Context: an optimization exercise on an open-source flow, tuned for small area. The choices shown serve that exercise and are no tape-out recipe. For this run, only the layout was checked, not whether the RTL still works. No activity file was given, so power comes from the tool's default toggle rates.

File: flow/run.sh
#!/bin/bash
# synth_recipe.tcl (not shown) runs the flow's synth.tcl, then flattens the netlist and writes it again
# the make line also repeats each setting of config.mk as NAME=value (left out here)
make -C /OpenROAD-flow-scripts/flow DESIGN_CONFIG=/design/flow/config.mk WORK_HOME=/design/flow/orfs CLKGATE_MAP_FILE= SYNTH_SCRIPT=/design/flow/synth_recipe.tcl finish
File: flow/config.mk
export PLATFORM = sky130hd
export DESIGN_NAME = font_cell_sched
export DESIGN_NICKNAME = font_cell_sched
export VERILOG_FILES = /design/flow/design.v
export SDC_FILE = /design/flow/constraint.sdc
export NUM_CORES = 4
export LEC_CHECK = 0
export CAP_MARGIN = 20
export CORE_MARGIN = 2
export CORE_UTILIZATION = 40
export SLEW_MARGIN = 20
File: flow/design.v
package font_cell_sched_pkg;
    localparam int unsigned C_COLS   = 16;
    localparam int unsigned C_ROWS   = 12;
    localparam int unsigned C_CELL_W = 5;
    localparam int unsigned C_CELLS  = C_COLS * C_ROWS;
    typedef enum logic {
        IDLE  = 1'b0,
        CLEAR = 1'b1
    } state_e;
endpackage
module font_cell_rr_arb (
    input  logic       clk,
    input  logic       rst,
    input  logic       en,
    input  logic [1:0] req,
    output logic [1:0] gnt
);
    logic ptr_q;
    always_comb begin
        gnt = 2'b00;
        if (en) begin
            case (req)
                2'b01:   gnt = 2'b01;
                2'b10:   gnt = 2'b10;
                2'b11:   gnt = ptr_q ? 2'b10 : 2'b01;
                default: gnt = 2'b00;
            endcase
        end
    end
    always_ff @(posedge clk) begin
        if (rst) begin
            ptr_q <= 1'b0;
        end else if (gnt[0]) begin
            ptr_q <= 1'b1;
        end else if (gnt[1]) begin
            ptr_q <= 1'b0;
        end
    end
endmodule
module font_cell_sched #(
    parameter logic [8:0]  C_VLOAD = 9'd0,
    parameter int unsigned C_CELLS = font_cell_sched_pkg::C_CELLS
) (
    input  logic                          CK_i,
    input  logic                          RST_i,
    input  logic                          PX_CK_EE_i,
    input  logic [8:0]                    VCTRs_i,
    input  logic                          A_VLD_i,
    output logic                          A_RDY_o,
    input  logic [7:0]                    A_IDXs_i,
    input  logic [4:0]                    A_CODEs_i,
    input  logic                          B_VLD_i,
    output logic                          B_RDY_o,
    input  logic [7:0]                    B_IDXs_i,
    input  logic [4:0]                    B_CODEs_i,
    input  logic                          CLR_i,
    output logic [C_CELLS*font_cell_sched_pkg::C_CELL_W-1:0] DATss_o,
    output logic                          LOAD_o,
    output logic                          BUSY_o,
    output logic                          ERR_o
);
    localparam int unsigned C_CELL_W = font_cell_sched_pkg::C_CELL_W;
    localparam int unsigned AW = $clog2(C_CELLS);
    localparam logic [AW-1:0] LAST = AW'(C_CELLS - 1);
    font_cell_sched_pkg::state_e state_q;
    logic [AW-1:0]   cnt_q;
    logic            pend_q;
    logic            load_q;
    logic            err_q;
    logic [8:0]      vprev_q;
    logic [C_CELL_W-1:0] shadow_q [C_CELLS];
    logic [C_CELL_W-1:0] disp_q   [C_CELLS];
    logic            idle;
    logic            arb_en;
    logic [1:0]      gnt;
    logic            wr_en;
    logic            wr_ok;
    logic [7:0]      wr_idx;
    logic [4:0]      wr_code;
    logic            commit_evt;
    logic            do_commit;
    assign idle   = (state_q == font_cell_sched_pkg::IDLE);
    assign arb_en = idle && !RST_i;
    font_cell_rr_arb u_arb (
        .clk (CK_i),
        .rst (RST_i),
        .en  (arb_en),
        .req ({B_VLD_i, A_VLD_i}),
        .gnt (gnt)
    );
    assign A_RDY_o = gnt[0];
    assign B_RDY_o = gnt[1];
    assign wr_en   = |gnt;
    assign wr_idx  = gnt[1] ? B_IDXs_i  : A_IDXs_i;
    assign wr_code = gnt[1] ? B_CODEs_i : A_CODEs_i;
    assign wr_ok   = 32'(wr_idx) < C_CELLS;
    assign commit_evt = PX_CK_EE_i && (VCTRs_i == C_VLOAD) && (VCTRs_i != vprev_q);
    assign do_commit  = idle && (commit_evt || pend_q);
    always_ff @(posedge CK_i) begin
        if (RST_i) begin
            state_q <= font_cell_sched_pkg::IDLE;
            cnt_q   <= '0;
            pend_q  <= 1'b0;
            load_q  <= 1'b0;
            err_q   <= 1'b0;
            vprev_q <= '0;
        end else begin
            load_q <= do_commit;
            if (PX_CK_EE_i) begin
                vprev_q <= VCTRs_i;
            end
            if (wr_en && !wr_ok) begin
                err_q <= 1'b1;
            end
            case (state_q)
                font_cell_sched_pkg::IDLE: begin
                    pend_q <= 1'b0;
                    if (CLR_i) begin
                        state_q <= font_cell_sched_pkg::CLEAR;
                        cnt_q   <= '0;
                    end
                end
                font_cell_sched_pkg::CLEAR: begin
                    if (commit_evt) begin
                        pend_q <= 1'b1;
                    end
                    if (cnt_q == LAST) begin
                        state_q <= font_cell_sched_pkg::IDLE;
                        cnt_q   <= '0;
                    end else begin
                        cnt_q <= cnt_q + 1'b1;
                    end
                end
                default: state_q <= font_cell_sched_pkg::IDLE;
            endcase
        end
    end
    always_ff @(posedge CK_i) begin
        if (RST_i) begin
            for (int i = 0; i < C_CELLS; i++) begin
                shadow_q[i] <= '0;
                disp_q[i]   <= '0;
            end
        end else begin
            if (do_commit) begin
                for (int i = 0; i < C_CELLS; i++) begin
                    disp_q[i] <= shadow_q[i];
                end
            end
            if (idle) begin
                if (wr_en && wr_ok) begin
                    shadow_q[wr_idx[AW-1:0]] <= wr_code;
                end
            end else begin
                shadow_q[cnt_q] <= '0;
            end
        end
    end
    always_comb begin
        DATss_o = '0;
        for (int i = 0; i < C_CELLS; i++) begin
            DATss_o[i*C_CELL_W +: C_CELL_W] = disp_q[i];
        end
    end
    assign LOAD_o = load_q;
    assign BUSY_o = (state_q == font_cell_sched_pkg::CLEAR);
    assign ERR_o  = err_q;
endmodule
File: flow/constraint.sdc
create_clock -name core_clock -period 5.0 [get_ports {CK_i}]
set_input_delay 1.0000 -clock core_clock [delete_from_list [all_inputs] [get_ports {CK_i}]]
set_output_delay 1.0000 -clock core_clock [all_outputs]
set_load 0.01 [all_outputs]
==> summary.txt <==
## where the power goes
part / total (mW) / internal (mW) / switching, mW / leakage, nW
Clock: 15.0 / 8.55 / 6.47 / 3.24
Sequential: 17.1 / 17.0 / 0.127 / 17.8
Combinational: 1.30 / 0.300 / 1.00 / 8.54
## cells by family (layout without fill, tap and decap cells)
| family | count (synthesis) | after routing | synth area share |
|---|---|---|---|
| simple gates | 3154 | 3154 | 0.1740 |
| compound gates | 1234 | 1234 | 0.09829 |
| buf+inv | 557 | 1639 | 0.03282 |
| flops | 1942 | 1942 | 0.6920 |
| other cells | 0 | 18 | 0 |
| mux | 9 | 9 | 0.001286 |
| fa+ha+maj | 1 | 1 | 0.0001785 |
| xor+xnor | 11 | 11 | 0.001375 |
## stage by stage
step | instance area (um2) | setup WS [ns] | power (mW)
after global routing | 90080 | 0.6822 | 34.29
after floorplan | 70060 | 1.517 | 18.02
after CTS | 90040 | 0.8035 | 33.56
after detailed placement | 83430 | 0.2000 | 18.70
final | 90090 | 0.7932 | 33.39
after global placement | 83430 | 0.1784 | 18.68
## Yosys cell counts (all sizes together) (2+ instances only)
cell and instances:
and3 13, o311ai 5, o21bai 109, nand3 37
clkbuf 382, o221a 2, a21oi 978, a31o 7
nand2b 8, o22ai 3, o31ai 4, a31oi 5
inv 10, dfxtp 982, o211ai 4, o21a 2
nand4 2, a21o 80, nor3b 6, o311a 4
or3b 3, o21ai 19, mux2i 9, o221ai 2
nor3 15, a211oi 4, nand2 2034, nor2 1005
nor4 8, edfxtp 960, xor2 10, buf 165
and2 18, a21boi 5
## final cells by class
type | instances | share of cell area
sequential | 1942 | 0.5382
multi-input combinational | 4409 | 0.2168
timing repair buffer | 1255 | 0.1384
clock buffer | 294 | 0.06350
tap | 2325 | 0.03229
clock inverter | 80 | 0.009889
antenna | 18 | 0.0005000
inverter | 10 | 0.0004167
## worst reg2reg max path, delay by kind of cell (launching register included)
kind | cells | cell delay [ns]
DFF | 1 | 0.69
buffers and inverters | 3 | 0.89
AOI/OAI and AO/OA | 3 | 1.57
and+or+nand+nor | 2 | 0.52
## per-layer routing
| layer | vias up | GRT usage | part of all wire |
|---|---|---|---|
| met5 | - | 0 | 0 |
| met2 | 2482 | 0.4670 | 0.46 |
| met3 | 537 | 0.06533 | 0.081 |
| met4 | 0 | 0.1925 | 0.072 |
| li1 | 24740 | - | - |
| met1 | 26990 | 0.3667 | 0.38 |
## worst max-delay path by stage
| stage | from | endpoint | depth (start not counted) |
|---|---|---|---|
| floorplan | RST_i | shadow_q[116][0] | 10 |
| global placement | B_VLD_i | shadow_q[75][3] | 9 |
| detailed placement | B_VLD_i | shadow_q[26][1] | 8 |
| CTS | B_VLD_i | B_RDY_o | 5 |
| global route | state_q | shadow_q[81][3] | 8 |
| finish | B_VLD_i | B_RDY_o | 5 |
## flip-flops by register name, indices dropped and copies added (netlist names)
name	count
load_q	1
shadow_q	960
err_q	1
cnt_q	8
vprev_q	9
u_arb.ptr_q	1
DATss_o	960
state_q	1
pend_q	1
==> reports/qor.csv <==
metric;value;unit
worst-endpoint-arrival;3.21;ns
drc;0;
detail-route-antenna-nets;0;
final_cell_mix;2,024 x nand2_1, 1,004 x clkdlybuf4s50_1, 997 x nor2_1;
netlist.top_cell.by_area;edfxtp_1;
path_buf_inv;3;
grt_pass1_vias;51660;
avgSynthCellArea;10.14;um2
die-area;178500;um2
synthTopCellsByArea;edfxtp_1 41%, dfxtp_1 28%, nand2_1 11%;
cts_made_buffers;197;
hold_start;DATss_o[715];
reg2reg_depth;8;
postCtsHoldBufs;0;
synth_top_area_share;0.4114;
synthArstFlopShare;0;
p_leak;29.55;nW
cp_common_cell;clkdlybuf4s50_1;
ctsResizeCount;0;
die_w;422.5;um
drive_above_1_share;0.07785;
fin_crit;4.207;ns
setup-tns-final;0;ns
timing.critical_path.cells;clkdlybuf4s50_1, nor3b_4, nand2_1, inv_1, clkdlybuf4s50_1;
fin_cells;10330;
routed_wl;273100;um
required;4.00;ns
yosys_register_bits;1942;
min-delay-path-class;flip-flop to flip-flop;
r2r-end;shadow_q[81][0];
min_to;DATss_o[715];
cp_max_fo;9;
first_pass_iters;6;
drtIter0Drc;6108;
crit_path_end_kind;primary output;
yosysWarningCount;3;
grt_pass1_wl;379800;um
outcome;no timing/DRC/antenna violations;
cp-start-kind;input pin;
cts.sinks;1942;
synth-edff-count;960;
start_util;0.4026;
placementRows;153;
hold_slack;0.4527;ns
rrSetupSlack;0.94;ns
ys_seq_area_frac;0.6920;
synthDistinctLibCells;68;
clockBufferDepth;3;
slew_viol_final;0;
maxCapViolations;0;
post_drt_via_cell_ratio;5.298;
overflow;0;
fillCellCount;15630;
synthesis.area;70060;um2
clockRootBuffer;clkbuf_16;
antenna_found_initial;24;
vias;54750;
timing.rr.start;state_q;
multiInputGateArea;19530;um2
grt_max_degree;206;
hold_viol;0;
critPathKind;input pin to primary output;
track_usage;0.2961;
clk_pin_slew;0.06;ns
detailed_place_hpwl;196600;um
syn_nets;6950;
crit_family;buffers and inverters;
ios;1006;
fin_nets;7857;
finalCritPeriodShare;0.8414;
whs_path_depth;2;
fin_skew;0.06784;ns
timing.fmax;237.7;MHz
syn_to_final_growth;28.58;%
setup_viol;0;
post-place-cells;9941;
layout_commonest_cell;nand2_1;
place_congestion;0.9149;
utilization;0.5177;
vdd_drop_max;0.0003330;V
tritoncts;built;
core-area;174000;um2
pwr_density_cell;370.7;nW/um2
rsz0062_at_grt;false;
routedWlPerCell;26.43;um
slowest_stage;clkdlybuf4s50_1;
die_h;422.5;um
worst_pin_slew;1.015;ns
synth_cells;6908;
worstSkewPairLatency;0.87;ns
h-tree-depth;4;
postCtsSetupRepairBufs;0;
relSlewSlack;0.3236;
register_area;48490;um2
portBuffers;1005;
synth_top_flop_cell;dfxtp_1;
cpPeakStageDelay;0.70;ns

[static timing again, ports no longer ideal]
How much do the figures lean on ideal ports? The routed layout below was timed once more, with nothing changed but the port constraints.
Step 1: set_driving_cell puts a clkbuf_16 on CK_i and a buf_2 on each other input, an assumption about the parent block.
Step 2 also shifts input and output timing later by t, the mid clock arrival at the registers, as if the neighbouring blocks saw the same clock.
a / b / c = no drivers / after step 1 / after step 2; a / b = the first two.
t (ns): 0.911
setup slack, ns: 0.793 / 0.761 / 0.107
worst data-port slew with drivers (ns): 0.15
After both steps setup and hold are still met in this run. For this run, drivers alone change the setup slack by -0.032 ns; drivers and shift together by -0.686 ns.
